This design comes from an exercise in tuning for small area, a short achievable clock period and few clock cycles per item on the open sky130 flow, not from production work.
No run shown here included a check of the RTL's function; only the layout flow was run.

## flow/design.v (module list and top-level ports; edited modules follow where they fit)
// module pe_requant: 1090 lines
// module pe_requant_fa: 10 lines
// module pe_requant_ha: 9 lines
module pe_requant #(
    parameter int ACC_W  = 32,
    parameter int MULT_W = 16,
    parameter int CNT_W  = 16
) (
    input  logic              clk,
    input  logic              rst_n,
    input  logic              in_valid,
    output logic              in_ready,
    input  logic [ACC_W-1:0]  in_acc,
    input  logic [ACC_W-1:0]  in_bias,
    input  logic              in_last,
    output logic              out_valid,
    input  logic              out_ready,
    output logic [7:0]        out_data,
    output logic              out_last,
    input  logic              cfg_we,
    input  logic [MULT_W-1:0] cfg_mult,
    input  logic [4:0]        cfg_shift,
    input  logic [7:0]        cfg_zp,
    output logic              busy,
    output logic [CNT_W-1:0]  out_count
);
  // ...
==> flow/flow/run.sh <==
#!/bin/bash
# Standard layout, with plain buffers (not delay buffers) on the ports and a
# clock tree without dummy loads.
export BUFFER_PORTS_ARGS="-buffer_cell sky130_fd_sc_hd__buf_1"
export CTS_ARGS="-sink_clustering_enable -repair_clock_nets -dont_use_dummy_load -sink_clustering_size 16 -sink_clustering_max_diameter 70 -buf_list {sky130_fd_sc_hd__clkbuf_8}"
bash standard.sh > standard.log 2>&1
==> flow/standard.sh <==
#!/bin/bash
# synth_recipe.tcl (not shown) runs the flow's synth.tcl, then flattens the netlist and writes it again
# the make line also repeats each setting of config.mk as NAME=value (left out here)
make -C /OpenROAD-flow-scripts/flow DESIGN_CONFIG=/design/flow/config.mk WORK_HOME=/design/flow/orfs CLKGATE_MAP_FILE= SYNTH_SCRIPT=/design/flow/synth_recipe.tcl "${@:-finish}"
==> flow/config.mk <==
export PLATFORM = sky130hd
export DESIGN_NAME = pe_requant
export DESIGN_NICKNAME = pe_requant
export VERILOG_FILES = /design/flow/design.v
export SDC_FILE = /design/flow/constraint.sdc
export NUM_CORES = 4
export LEC_CHECK = 0
export ABC_CLOCK_PERIOD_IN_PS = 4400
export CAP_MARGIN = 20
export CORE_MARGIN = 2
export CORE_UTILIZATION = 55
export CTS_BUF_LIST = sky130_fd_sc_hd__clkbuf_4 sky130_fd_sc_hd__clkbuf_8
export CTS_CLUSTER_SIZE = 30
export SETUP_SLACK_MARGIN = 5.0
export SLEW_MARGIN = 20
export SYNTH_HIERARCHICAL = 1
export SYNTH_MINIMUM_KEEP_SIZE = 0
==> flow/constraint.sdc <==
create_clock -name core_clock -period 9.0 [get_ports {clk}]
set_input_delay 1.8000 -clock core_clock [delete_from_list [all_inputs] [get_ports {clk}]]
set_output_delay 1.8000 -clock core_clock [all_outputs]
set_load 0.01 [all_outputs]
==> reports/summary.txt, run 1 <==
Hold path depth -> 0
IO Port Bufs -> 126
Post-synth EDFFs -> 36
# clock sinks -> 239
Die Width -> 202.8 um
Multi-input gate area -> 15580 um2
Biggest register -> s2_x
Core Area -> 38830 um2
Max FO, Critical Path -> 2
DIE HEIGHT -> 202.8 um
Worst Hold Endpoint -> r3_last
Adder-Cell Fraction of Synth Area -> 0.2664
Synth top area share -> 0.2008
Status -> complete, no violations
Vias -> 17251
Die ar. -> 41120 um2
Critical path type -> in -> out
Layout non-clock buf frac -> 0.04445
Clkbuf count -> 24
Mux cell area share after synthesis -> 0.04336
Layout area overhead -> 8.038%
Vias in the first global route -> 17480
Final worst slack -> 4.960 ns
Final hold slack -> 0.3351 ns
==> run 2, diff against run 1 <==
--- a/flow/design.v
+++ b/flow/design.v
@@ -26,16 +26,17 @@
     localparam int NDIG  = 9;            
     localparam int NH    = 4;            
     logic [MULT_W-1:0] cfg_mult_q;
     logic [NDIG-1:0] bone;                
     logic [NDIG-2:0] btwo, bneg;          
     logic [4:0]      cfg_shift_q;
     logic [7:0]      cfg_zp_q;
     logic [7:0]      cfg_big_q;           
+    always_comb for (int k = 0; k < 8; k++) cfg_big_q[k] = |(cfg_mult_q >> (15 - k));
     logic        s1_vld, s2_vld, r3_vld;
     logic        s1_last, s2_last;
     logic        room_q;                  
     logic        any_q;                   
     logic        in_fire, pop, cfg_apply;
     assign in_ready  = room_q || out_ready;
     assign in_fire   = in_valid && in_ready;
     assign busy      = any_q || in_valid;
@@ -1065,22 +1066,20 @@
             end
         end
     end
     always_ff @(posedge clk or negedge rst_n) begin
         if (!rst_n) begin
             cfg_mult_q  <= MULT_W'(1);
             cfg_shift_q <= 5'd0;
             cfg_zp_q    <= 8'd0;
-            cfg_big_q   <= 8'd0;
         end else if (cfg_apply) begin
             cfg_mult_q  <= cfg_mult;
             cfg_shift_q <= cfg_shift;
             cfg_zp_q    <= cfg_zp;
-            for (int k = 0; k < 8; k++) cfg_big_q[k] <= |(cfg_mult >> (15 - k));
         end
     end
     always_ff @(posedge clk or negedge rst_n) begin
         if (!rst_n) begin
             out_count <= '0;
         end else if (cfg_apply) begin
             out_count <= '0;
         end else if (pop) begin
==> run 2 against run 1 <==
Still clean on timing, DRC and antenna. Critical path depth is the same. Via count grew 5.0%. Fmax shrank 0.18%. Critical endpoint unchanged.
==> reports/summary.txt, run 2 <==
Nets -> 2708
Achievable frequency -> 247.1 MHz
FP Rows -> 73
Setup TNS -> 0 ns
Crit path launch type -> primary input
Routability cong. -> 0.9381
Hold path depth -> 0 (unchanged)
Hold wc startpoint -> s2_last
Seq cells post-synth -> 232
Hold-fix buffers, CTS -> 0
CP peak stage delay -> 0.24 ns
CTS buffer count -> 24
Slowest CP cell -> or2_4
DP HPWL -> 45.97 mm
Multi-input gate area -> 16160 um2 (+3.7%)
Global-route layer with the greatest usage -> met2
Grt met3 use -> 0.07127
Slew headroom -> 0.3103
Area contributors post-synth -> fa_1 (20%), dfxtp_1 (12%), xnor2_1 (9.9%)
Met2 Use GR -> 0.5120
Max FO, Critical Path -> 2 (unchanged)
Hold Crit Class -> reg -> reg
Worst Hold Endpoint -> r3_last
Drt first-iter violations -> 1745
Layout cells sized above 1 -> 0.09195
Synth unique cells -> 90
Met1 GRT Util -> 0.4509
Arrival time worst endpoint -> 2.25 ns
Critical path type -> in -> out
Top FF cell, synth -> dfxtp_1
Synth Cell Area -> 22100 um2
Die ar. -> 41800 um2 (+1.7%)
Final period util -> 0.4497
Area of placed instances -> 22770 um2
Diodes inserted -> 0
Endpoints failing setup -> 0
DRT Wirelength -> 69.47 mm
Maximum root-to-sink buffer count -> 3
Area leader, netlist -> fa_1
Vias -> 18118 (+5.0%)
Storage element area -> 5323 um2
Worst skew pair latency -> 0.61 ns
Post-Syn Instances -> 2250
DIE HEIGHT -> 204.4 um (+0.82%)
Layout area overhead -> 8.629%
CTS root buffer -> clkbuf_8
Initial antenna violation count -> 0
CP endpoint kind -> output port
Count leader, synth -> xnor2_1
Vias in the first global route -> 18033 (+3.2%)
Synth top area share -> 0.1975 (-0.003332)
Core Util, Final -> 0.6042
CTS tree -> yes
First-pass GRT wire length -> 106.1 mm
Async set-reset flop share out of synthesis -> 0.2586
Final hold violation count -> 0
Commonest non-fill, non-tap cell in the layout -> xnor2_1
Die Width -> 204.4 um (+0.82%)
Ports -> 127
IO Port Bufs -> 126 (unchanged)
FF-to-FF setup slack -> 5.04 ns
Fin crit period -> 4.047 ns
Max reg flops -> 41
Worst-path cell chain -> buf_1 > or2_4 > buf_6
Remaining DRCs -> 0
Syn Nets -> 2683
Routed len/inst -> 24.83 um
Slew Limit Fails -> 0
Post-DRT Antenna Nets -> 0
Fill count -> 3444
Initial Utilization -> 0.5562
RR Startpoint -> s2_x[5]
Via density -> 6.475
Clock Skew -> 0.04704 ns
Final hold slack -> 0.3344 ns (-0.0007550 ns)
Final Cell Area -> 24000 um2
Top post-synthesis cells by count -> xnor2_1 (250), fa_1 (218), a22oi_1 (214), clkbuf_1 (152), dfxtp_1 (136)
# clock sinks -> 232 (-2.9%)
Most frequent cells in the layout -> xnor2_1 (248), a22oi_1 (214), fa_1 (214)
Biggest register -> s2_x
Reg clk slew, reported paths -> 0.09 ns
RSZ-0062 raised after global routing -> yes
R2R depth -> 15
Status -> complete, no violations
Remaining Overflow, GRT -> 0
Post-synth EDFFs -> 36 (unchanged)
Number of max-cap violations -> 0
Core Area -> 39730 um2 (+2.3%)
Worst R2R End -> r3_win[4]
Syn avg cell area -> 9.821 um2
Measured slew at the worst slew-check pin -> 1.033 ns
WP buf/inv -> 2
Register area share after synthesis -> 0.2401
Critical path required time -> 7.20 ns
Biggest regs -> s2_x x41, s2_y x40, h_dat x36
Largest net degree at the start of global routing -> 61
H-tree depth -> 1
First drt pass iteration count -> 8
Synth warn -> 9
GRT Util Overall -> 0.3307
Cell family with most CP delay -> simple AND/OR/NAND/NOR gates
==> run 2: cell count changes in the layout (fill, tap and decap cells not counted), sizes merged, moves of 10 or more <==
cell / before / now
nor3: 18 / 31
nand2: 106 / 120
inv: 74 / 86
nand3: 15 / 26
o21ai: 106 / 92
a21oi: 64 / 74
==> run 2: per-stage QoR <==
stage | setup slack [ns] | std cells
after global placement | 4.350 | 2731
final | 4.953 | 2798
after global routing | 4.926 | 2798
after floorplan | 4.920 | 2250
after detailed placement | 4.300 | 2731
after CTS | 4.975 | 2786
==> run 2: how the worst max path moves through the flow <==
stage                  startpoint    endpoint  cells past startpoint
floorplan               in_acc[0]  s1_sum[16]                     12
global route              s2_x[5]   r3_win[4]                     15
global placement    cfg_mult_q[0]    s2_x[35]                      7
detailed placement  cfg_mult_q[0]    s2_x[35]                      7
finish                   in_valid        busy                      3
CTS                      in_valid        busy                      3
==> run 2: layer usage <==
| metal | share of wire | up-vias |
|---|---|---|
| met2 | 0.45 | 958 |
| met5 | 0.00058 | - |
| met4 | 0.044 | 2 |
| met3 | 0.092 | 180 |
| met1 | 0.42 | 8926 |
| li1 | - | 8052 |
==> run 2: repair_timing <==
action	4_1_cts	5_1_grt
buffers inserted	25	10
hold endpoints to repair	0	0
endpoints found under the setup margin	86	73
gates resized for setup	55	37
pin swaps	14	5
cloned	6	2
==> run 2: area by class of cell <==
cell class | count | share of cell area
clock buffer | 24 | 0.01376
inverter | 89 | 0.01668
multi-input combinational | 1745 | 0.6733
sequential | 232 | 0.2217
tap | 525 | 0.02737
timing repair buffer | 182 | 0.04681
timing repair inverter | 1 | 0.0003649
==> run 2: kinds of logic after synthesis <==
family	Yosys count	synth area share
AO/OA/AOI/OAI	605	0.1970
XOR/XNOR	283	0.1122
adder cells (fa/ha/maj)	334	0.2632
buffers and inverters	279	0.04802
flip-flops	232	0.2401
multiplexers	85	0.04230
AND/OR/NAND/NOR	432	0.09716
==> run 2: Yosys stat by module, one instance, submodules excluded <==
| module | copies in the design | area (um2) | flops+latches |
|---|---|---|---|
| pe_requant_fa | 206 | 20.02 | 0 |
| pe_requant_ha | 16 | 12.51 | 0 |
| pe_requant | 1 | 17770 | 232 |

==> port drivers added, routing unchanged <==
The flow's constraints put no driver on any port. The routed layouts listed below were extracted and timed again, unchanged, in two steps.
Step 1, drivers: a clkbuf_16 drives clk and a buf_2 each remaining input, both assumed.
Step 2 also shifts input and output timing later by t, the mid clock arrival at the registers, as if the neighbouring blocks saw the same clock.
Slacks: no drivers / after step 1 / after step 2; pairs: no drivers / after step 1.
run | t (ns) | slack for setup (ns) | worst setup path at the end | latest minus earliest clock arrival (ns) | cell pins on the clock port's net
run 1 | 0.641 | 4.960 / 4.926 / 4.570 | input to register | 0.095 / 0.095 | 1
run 2 | 0.644 | 4.953 / 4.926 / 4.585 | input to register | 0.047 / 0.048 | 1
After both steps every run listed still meets setup and hold. For run 1, which loses most, drivers alone change the setup slack by -0.034 ns; drivers and shift together by -0.390 ns.
